Context: an optimization exercise on an open-source flow, tuned for small area, a short achievable clock period and few clock cycles. The choices shown serve that exercise and are no tape-out recipe.
Where RTL was checked, it was by simulation tests only, not by an equivalence proof against the original.

==> inputs of trial 9 <==
// matmul_top
module matmul_top (
	input  logic                clk,
	input  logic                reset_n,
	input  logic                dut_valid,
	output logic                dut_ready,
	output matmul_pkg::mm_addr_t a_rd_addr,
	input  matmul_pkg::mm_data_t a_rd_data,
	output matmul_pkg::mm_addr_t b_rd_addr,
	input  matmul_pkg::mm_data_t b_rd_data,
	output logic                c_wr_en,
	output matmul_pkg::mm_addr_t c_wr_addr,
	output matmul_pkg::mm_data_t c_wr_data
);
	logic       elem_first, elem_last, elem_job_last;
	logic       sum_valid, sum_final, job_done;
	logic [6:0] a_addr, b_addr;
	logic [5:0] c_addr;
	assign a_rd_addr = {9'd0, a_addr};
	assign b_rd_addr = {9'd0, b_addr};
	assign c_wr_addr = {10'd0, c_addr};
	matmul_sequencer u_sequencer (
		.clk           (clk),
		.reset_n       (reset_n),
		.dut_valid     (dut_valid),
		.dut_ready     (dut_ready),
		.a_addr        (a_addr),
		.a_rd_data     (a_rd_data),
		.b_addr        (b_addr),
		.b_rd_data     (b_rd_data),
		.elem_first    (elem_first),
		.elem_last     (elem_last),
		.elem_job_last (elem_job_last),
		.job_done      (job_done)
	);
	mac_accumulate u_mac (
		.clk           (clk),
		.reset_n       (reset_n),
		.a_rd_data     (a_rd_data),
		.b_rd_data     (b_rd_data),
		.elem_first    (elem_first),
		.elem_last     (elem_last),
		.elem_job_last (elem_job_last),
		.sum_valid     (sum_valid),
		.sum_final     (sum_final),
		.c_wr_data     (c_wr_data)
	);
	result_writer u_writer (
		.clk       (clk),
		.reset_n   (reset_n),
		.sum_valid (sum_valid),
		.sum_final (sum_final),
		.c_wr_en   (c_wr_en),
		.c_wr_addr (c_addr),
		.job_done  (job_done)
	);
endmodule
export LEC_CHECK = 0
export ABC_AREA = 1
export CAP_MARGIN = 50
export CORE_MARGIN = 2
export CORE_UTILIZATION = 40
export SLEW_MARGIN = 70
export SYNTH_HIERARCHICAL = 1
create_clock -name core_clock -period 10.0 [get_ports {clk}]
standard.sh (not shown) runs the stock make flow with config.mk's settings and CLKGATE_MAP_FILE= SYNTH_SCRIPT=/design/flow/synth_recipe.tcl, a recipe that flattens the netlist after the stock synthesis.
==> flow/flow/run.sh <==
#!/bin/bash
set -euo pipefail
bash standard.sh "BUFFER_PORTS_ARGS=-buffer_cell sky130_fd_sc_hd__buf_1" \
	SETUP_SLACK_MARGIN=6.5 finish > standard.log 2>&1
==> build 15: changes against trial 9 <==
CTS_CLUSTER_DIAMETER = 90   (was not set)
CTS_CLUSTER_SIZE = 24   (was not set)
GPL_ROUTABILITY_DRIVEN = 0   (was not set)
GPL_TIMING_DRIVEN = 0   (was not set)
==> impl_results.md <==
* Status: complete, no violations
* Multi-input gate area in the final layout at 12950 um^2
* RePlAce Congestion at 0.8691
* Met1 Use GR at 29.35%
* Slowest cell delay on critical path at 0.58 ns
-- figures above: trial 9

==> impl_results.md <==
* Status: complete, no violations
* Multi-input gate area in the final layout at 12960 um^2
* Design area at 22130 um^2
* Post-DP HPWL at 47.63 mm
* Synthesized instance count at 2141
* CP endpoint kind: flop
* Signal buffers at 270
* Met1 Use GR at 29.56%
* Met2 wire length at 25.68 mm
* Slowest cell delay on critical path at around 0.51 ns
-- figures above: build 15

Testbench counts of trial 9, summed over its fixed seeds: cycles 13,659.
Testbench counts of build 15, summed over its fixed seeds: cycles 13,659.

---

==> run P: inputs <==
Another version of the RTL of matmul_top (not shown whole).
Settings: LEC_CHECK=0, ABC_AREA=1, CAP_MARGIN=50, CORE_MARGIN=2, CORE_UTILIZATION=40, SLEW_MARGIN=70, SYNTH_HIERARCHICAL=1; clock period 10.0 ns.
==> flow/flow/run.sh <==
#!/bin/bash
set -euo pipefail
bash standard.sh "BUFFER_PORTS_ARGS=-buffer_cell sky130_fd_sc_hd__buf_2" \
	SETUP_SLACK_MARGIN=6.5 finish > standard.log 2>&1
==> run R (differences from run P) <==
--- a/flow/design.v
+++ b/flow/design.v
@@ -10,18 +10,17 @@
 	input  logic        clk,
 	input  logic        reset_n,
 	input  logic        dut_valid,
 	output logic        dut_ready,
 	output logic [6:0]  a_addr,
 	input  logic [31:0] a_rd_data,
 	output logic [6:0]  b_addr,
 	input  logic [31:0] b_rd_data,
-	output logic        elem_valid,     
-	output logic        elem_first,
+	output logic        elem_first,     
 	output logic        elem_last,
 	output logic        elem_job_last,
 	input  logic        job_done        
 );
 	logic       hdr;       
 	logic       run;       
 	logic       drain;     
 	logic       accept;    
@@ -43,20 +42,18 @@
 	assign last_i = (i_cnt == mm1);
 	always_ff @(posedge clk) begin
 		if (hdr) begin
 			km1 <= 3'(hk - 4'd1);
 			nm1 <= 3'(hn - 4'd1);
 			mm1 <= 3'(hm - 4'd1);
 		end
 	end
-	always_ff @(posedge clk) begin
+	always_ff @(posedge clk)
 		elem_first <= hdr || k_cnt == 3'd0;
-		elem_last  <= hdr ? k1 : last_k;
-	end
 	always_ff @(posedge clk) begin
 		if (hdr) begin
 			k_cnt <= {2'd0, !k1};
 			j_cnt <= {2'd0, k1 && !n1};
 			i_cnt <= {2'd0, k1 && n1};
 			a_row <= (k1 && n1) ? 7'd2 : 7'd1;
 		end else if (!last_k) begin
 			k_cnt <= k_cnt + 3'd1;
@@ -73,20 +70,20 @@
 	always_ff @(posedge clk or negedge reset_n) begin
 		if (!reset_n) begin
 			dut_ready     <= 1'b1;
 			hdr           <= 1'b0;
 			run           <= 1'b0;
 			drain         <= 1'b0;
 			a_addr        <= 7'd0;
 			b_addr        <= 7'd0;
-			elem_valid    <= 1'b0;
+			elem_last     <= 1'b0;
 			elem_job_last <= 1'b0;
 		end else begin
-			elem_valid    <= hdr || run;
+			elem_last     <= hdr ? k1 : (run && last_k);
 			elem_job_last <= hdr ? (k1 && n1 && m1) :
 				(run && last_k && last_j && last_i);
 			hdr           <= accept;
 			if (accept) begin
 				dut_ready <= 1'b0;
 				a_addr    <= 7'd1;
 				b_addr    <= 7'd1;
 			end else if (hdr) begin
@@ -120,28 +117,27 @@
 `default_nettype wire
 `timescale 1ns/10ps
 `default_nettype none
 module mac_accumulate (
 	input  logic        clk,
 	input  logic        reset_n,
 	input  logic [31:0] a_rd_data,
 	input  logic [31:0] b_rd_data,
-	input  logic        elem_valid,    
 	input  logic        elem_first,
 	input  logic        elem_last,
 	input  logic        elem_job_last,  
 	output logic        sum_valid,     
 	output logic        sum_final,     
 	output logic [31:0] c_wr_data
 );
 	logic [31:0] aq, bq;               
 	logic [15:0] one_d, two_d, one_q, two_q;  
-	logic        q_valid, q_first, q_last, q_jl;
-	logic        m_valid, m_first, m_last, m_jl;
+	logic        q_first, q_last, q_jl;
+	logic        m_first, m_last, m_jl;
 	logic [31:0] acc_sg;               
 	logic [31:0] acc_s_d, acc_c_d;     
 	logic [82:0] mid_q;
 	logic pp1;
 	logic pp2;
 	logic pp3;
 	logic pp4;
 	logic pp5;
@@ -1678,40 +1674,36 @@
 	assign acc_c_d[29] = hs799;
 	assign acc_s_d[30] = hc800;
 	assign acc_c_d[30] = hs807;
 	assign acc_s_d[31] = hc808;
 	assign acc_c_d[31] = hs815;
 	assign acc_sg = m_first ? 32'd0 : c_wr_data;
 	always_ff @(posedge clk or negedge reset_n) begin
 		if (!reset_n) begin
-			q_valid   <= 1'b0;
-			q_first   <= 1'b0;
 			q_last    <= 1'b0;
 			q_jl      <= 1'b0;
-			m_jl      <= 1'b0;
-			m_valid   <= 1'b0;
-			m_first   <= 1'b0;
 			m_last    <= 1'b0;
+			m_jl      <= 1'b0;
 			sum_valid <= 1'b0;
 			sum_final <= 1'b0;
 		end else begin
-			q_valid   <= elem_valid;
-			q_first   <= elem_first;
 			q_last    <= elem_last;
 			q_jl      <= elem_job_last;
-			m_jl      <= q_jl;
-			m_valid   <= q_valid;
-			m_first   <= q_first;
 			m_last    <= q_last;
-			sum_valid <= m_valid && m_last;
-			sum_final <= m_valid && m_jl;
+			m_jl      <= q_jl;
+			sum_valid <= m_last;
+			sum_final <= m_jl;
 		end
 	end
 	always_ff @(posedge clk) begin
+		q_first <= elem_first;
+		m_first <= q_first;
+	end
+	always_ff @(posedge clk) begin
 		aq        <= a_rd_data;
 		bq        <= b_rd_data;
 		one_q     <= one_d;
 		two_q     <= two_d;
 		mid_q     <= mid_d;
 		c_wr_data <= acc_s_d + acc_c_d;
 	end
 endmodule
@@ -1768,44 +1760,42 @@
 	output matmul_pkg::mm_addr_t a_rd_addr,
 	input  matmul_pkg::mm_data_t a_rd_data,
 	output matmul_pkg::mm_addr_t b_rd_addr,
 	input  matmul_pkg::mm_data_t b_rd_data,
 	output logic                c_wr_en,
 	output matmul_pkg::mm_addr_t c_wr_addr,
 	output matmul_pkg::mm_data_t c_wr_data
 );
-	logic       elem_valid, elem_first, elem_last, elem_job_last;
+	logic       elem_first, elem_last, elem_job_last;
 	logic       sum_valid, sum_final, job_done;
 	logic [6:0] a_addr, b_addr;
 	logic [5:0] c_addr;
 	assign a_rd_addr = {9'd0, a_addr};
 	assign b_rd_addr = {9'd0, b_addr};
 	assign c_wr_addr = {10'd0, c_addr};
 	matmul_sequencer u_sequencer (
 		.clk           (clk),
 		.reset_n       (reset_n),
 		.dut_valid     (dut_valid),
 		.dut_ready     (dut_ready),
 		.a_addr        (a_addr),
 		.a_rd_data     (a_rd_data),
 		.b_addr        (b_addr),
 		.b_rd_data     (b_rd_data),
-		.elem_valid    (elem_valid),
 		.elem_first    (elem_first),
 		.elem_last     (elem_last),
 		.elem_job_last (elem_job_last),
 		.job_done      (job_done)
 	);
 	mac_accumulate u_mac (
 		.clk           (clk),
 		.reset_n       (reset_n),
 		.a_rd_data     (a_rd_data),
 		.b_rd_data     (b_rd_data),
-		.elem_valid    (elem_valid),
 		.elem_first    (elem_first),
 		.elem_last     (elem_last),
 		.elem_job_last (elem_job_last),
 		.sum_valid     (sum_valid),
 		.sum_final     (sum_final),
 		.c_wr_data     (c_wr_data)
 	);
 	result_writer u_writer (
- CTS_CLUSTER_DIAMETER: default -> 60
- CTS_CLUSTER_SIZE: default -> 16
==> run Z (differences from run P) <==
--- a/flow/design.v
+++ b/flow/design.v
@@ -10,18 +10,17 @@
 	input  logic        clk,
 	input  logic        reset_n,
 	input  logic        dut_valid,
 	output logic        dut_ready,
 	output logic [6:0]  a_addr,
 	input  logic [31:0] a_rd_data,
 	output logic [6:0]  b_addr,
 	input  logic [31:0] b_rd_data,
-	output logic        elem_valid,     
-	output logic        elem_first,
+	output logic        elem_first,     
 	output logic        elem_last,
 	output logic        elem_job_last,
 	input  logic        job_done        
 );
 	logic       hdr;       
 	logic       run;       
 	logic       drain;     
 	logic       accept;    
@@ -43,20 +42,18 @@
 	assign last_i = (i_cnt == mm1);
 	always_ff @(posedge clk) begin
 		if (hdr) begin
 			km1 <= 3'(hk - 4'd1);
 			nm1 <= 3'(hn - 4'd1);
 			mm1 <= 3'(hm - 4'd1);
 		end
 	end
-	always_ff @(posedge clk) begin
+	always_ff @(posedge clk)
 		elem_first <= hdr || k_cnt == 3'd0;
-		elem_last  <= hdr ? k1 : last_k;
-	end
 	always_ff @(posedge clk) begin
 		if (hdr) begin
 			k_cnt <= {2'd0, !k1};
 			j_cnt <= {2'd0, k1 && !n1};
 			i_cnt <= {2'd0, k1 && n1};
 			a_row <= (k1 && n1) ? 7'd2 : 7'd1;
 		end else if (!last_k) begin
 			k_cnt <= k_cnt + 3'd1;
@@ -73,20 +70,20 @@
 	always_ff @(posedge clk or negedge reset_n) begin
 		if (!reset_n) begin
 			dut_ready     <= 1'b1;
 			hdr           <= 1'b0;
 			run           <= 1'b0;
 			drain         <= 1'b0;
 			a_addr        <= 7'd0;
 			b_addr        <= 7'd0;
-			elem_valid    <= 1'b0;
+			elem_last     <= 1'b0;
 			elem_job_last <= 1'b0;
 		end else begin
-			elem_valid    <= hdr || run;
+			elem_last     <= hdr ? k1 : (run && last_k);
 			elem_job_last <= hdr ? (k1 && n1 && m1) :
 				(run && last_k && last_j && last_i);
 			hdr           <= accept;
 			if (accept) begin
 				dut_ready <= 1'b0;
 				a_addr    <= 7'd1;
 				b_addr    <= 7'd1;
 			end else if (hdr) begin
@@ -120,28 +117,27 @@
 `default_nettype wire
 `timescale 1ns/10ps
 `default_nettype none
 module mac_accumulate (
 	input  logic        clk,
 	input  logic        reset_n,
 	input  logic [31:0] a_rd_data,
 	input  logic [31:0] b_rd_data,
-	input  logic        elem_valid,    
 	input  logic        elem_first,
 	input  logic        elem_last,
 	input  logic        elem_job_last,  
 	output logic        sum_valid,     
 	output logic        sum_final,     
 	output logic [31:0] c_wr_data
 );
 	logic [31:0] aq, bq;               
 	logic [15:0] one_d, two_d, one_q, two_q;  
-	logic        q_valid, q_first, q_last, q_jl;
-	logic        m_valid, m_first, m_last, m_jl;
+	logic        q_first, q_last, q_jl;
+	logic        m_first, m_last, m_jl;
 	logic [31:0] acc_sg;               
 	logic [31:0] acc_s_d, acc_c_d;     
 	logic [82:0] mid_q;
 	logic pp1;
 	logic pp2;
 	logic pp3;
 	logic pp4;
 	logic pp5;
@@ -1678,40 +1674,36 @@
 	assign acc_c_d[29] = hs799;
 	assign acc_s_d[30] = hc800;
 	assign acc_c_d[30] = hs807;
 	assign acc_s_d[31] = hc808;
 	assign acc_c_d[31] = hs815;
 	assign acc_sg = m_first ? 32'd0 : c_wr_data;
 	always_ff @(posedge clk or negedge reset_n) begin
 		if (!reset_n) begin
-			q_valid   <= 1'b0;
-			q_first   <= 1'b0;
 			q_last    <= 1'b0;
 			q_jl      <= 1'b0;
-			m_jl      <= 1'b0;
-			m_valid   <= 1'b0;
-			m_first   <= 1'b0;
 			m_last    <= 1'b0;
+			m_jl      <= 1'b0;
 			sum_valid <= 1'b0;
 			sum_final <= 1'b0;
 		end else begin
-			q_valid   <= elem_valid;
-			q_first   <= elem_first;
 			q_last    <= elem_last;
 			q_jl      <= elem_job_last;
-			m_jl      <= q_jl;
-			m_valid   <= q_valid;
-			m_first   <= q_first;
 			m_last    <= q_last;
-			sum_valid <= m_valid && m_last;
-			sum_final <= m_valid && m_jl;
+			m_jl      <= q_jl;
+			sum_valid <= m_last;
+			sum_final <= m_jl;
 		end
 	end
 	always_ff @(posedge clk) begin
+		q_first <= elem_first;
+		m_first <= q_first;
+	end
+	always_ff @(posedge clk) begin
 		aq        <= a_rd_data;
 		bq        <= b_rd_data;
 		one_q     <= one_d;
 		two_q     <= two_d;
 		mid_q     <= mid_d;
 		c_wr_data <= acc_s_d + acc_c_d;
 	end
 endmodule
@@ -1768,44 +1760,42 @@
 	output matmul_pkg::mm_addr_t a_rd_addr,
 	input  matmul_pkg::mm_data_t a_rd_data,
 	output matmul_pkg::mm_addr_t b_rd_addr,
 	input  matmul_pkg::mm_data_t b_rd_data,
 	output logic                c_wr_en,
 	output matmul_pkg::mm_addr_t c_wr_addr,
 	output matmul_pkg::mm_data_t c_wr_data
 );
-	logic       elem_valid, elem_first, elem_last, elem_job_last;
+	logic       elem_first, elem_last, elem_job_last;
 	logic       sum_valid, sum_final, job_done;
 	logic [6:0] a_addr, b_addr;
 	logic [5:0] c_addr;
 	assign a_rd_addr = {9'd0, a_addr};
 	assign b_rd_addr = {9'd0, b_addr};
 	assign c_wr_addr = {10'd0, c_addr};
 	matmul_sequencer u_sequencer (
 		.clk           (clk),
 		.reset_n       (reset_n),
 		.dut_valid     (dut_valid),
 		.dut_ready     (dut_ready),
 		.a_addr        (a_addr),
 		.a_rd_data     (a_rd_data),
 		.b_addr        (b_addr),
 		.b_rd_data     (b_rd_data),
-		.elem_valid    (elem_valid),
 		.elem_first    (elem_first),
 		.elem_last     (elem_last),
 		.elem_job_last (elem_job_last),
 		.job_done      (job_done)
 	);
 	mac_accumulate u_mac (
 		.clk           (clk),
 		.reset_n       (reset_n),
 		.a_rd_data     (a_rd_data),
 		.b_rd_data     (b_rd_data),
-		.elem_valid    (elem_valid),
 		.elem_first    (elem_first),
 		.elem_last     (elem_last),
 		.elem_job_last (elem_job_last),
 		.sum_valid     (sum_valid),
 		.sum_final     (sum_final),
 		.c_wr_data     (c_wr_data)
 	);
 	result_writer u_writer (
==> flow/flow/run.sh (replaced) <==
#!/bin/bash
set -euo pipefail
bash standard.sh "BUFFER_PORTS_ARGS=-buffer_cell sky130_fd_sc_hd__buf_1" \
	SETUP_SLACK_MARGIN=6.5 finish > standard.log 2>&1
- CTS_CLUSTER_DIAMETER: default -> 110
- CTS_CLUSTER_SIZE: default -> 30
==> qor summary <==
| metric | run P | run Z | run R |
|---|---|---|---|
| Final instance count without filler cells | 2892 | 2851 | 2884 |
| Status | timing/DRC/antenna clean | timing/DRC/antenna clean | timing/DRC/antenna clean |
| Fraction of standard cell area that is sequential | 0.251 | 0.255 | 0.247 |
| Count of fill cells added during filler insertion | 4777 | 4848 | 4729 |
| Chip Height | 227 um | 227 um | 227 um |
| End of the worst hold path | u_mac.q_first | u_mac.q_first | u_mac.q_first |
| Drt via density | 5.27 | 5.27 | 5.25 |
| Count of buffers not belonging to the clock network in the layout | 136 | 140 | 140 |
| Die area | 0.0517 mm2 | 0.0517 mm2 | 0.0517 mm2 |
| Clock Latency Late Sink | 0.60 ns | 0.53 ns | 0.60 ns |
| Post-route minimum period | 3.35 ns | 3.27 ns | 3.30 ns |
| Clock transition at the register clock pins on the worst setup and hold paths after CTS | 0.06 ns | 0.12 ns | 0.07 ns |
| Clock network area share | 0.0479 | 0.0195 | 0.0460 |
| Met1 wire length | 24.1 mm | 23.6 mm | 23.6 mm |
| Multi-input combinational gate total | 1511 | 1509 | 1509 |
| Worst path bufs/invs | 2 | 0 | 0 |
Testbench counts of run R, summed over its fixed seeds: cycles 13,659.
Testbench counts of run Z, summed over its fixed seeds: cycles 13,659.
The RTL of run P was laid out without a check of its function.

==> re-timing with driven ports <==
How much do the figures lean on ideal ports? The routed layouts below were timed once more, with nothing changed but the port constraints.
Step 1, drivers: a clkbuf_16 drives clk and a buf_2 each remaining input, both assumed.
Step 2 also shifts input and output timing later by t, the mid clock arrival at the registers, as if the neighbouring blocks saw the same clock.
Slacks: no drivers / after step 1 / after step 2; pairs: no drivers / after step 1.
run	t, ns	setup WS [ns]	clock arrival spread, ns
trial 9	0.654	6.696 / 6.679 / 6.622	0.017 / 0.016
build 15	0.596	6.537 / 6.537 / 6.537	0.036 / 0.036
run P	0.651	6.650 / 6.650 / 6.650	0.022 / 0.021
run R	0.649	6.702 / 6.686 / 6.656	0.030 / 0.030
run Z	0.567	6.726 / 6.724 / 6.685	0.040 / 0.040
After both steps setup and hold are still met in every run listed. The setup slack of trial 9, which loses most, moves by -0.017 ns with the drivers and by -0.074 ns with both steps.
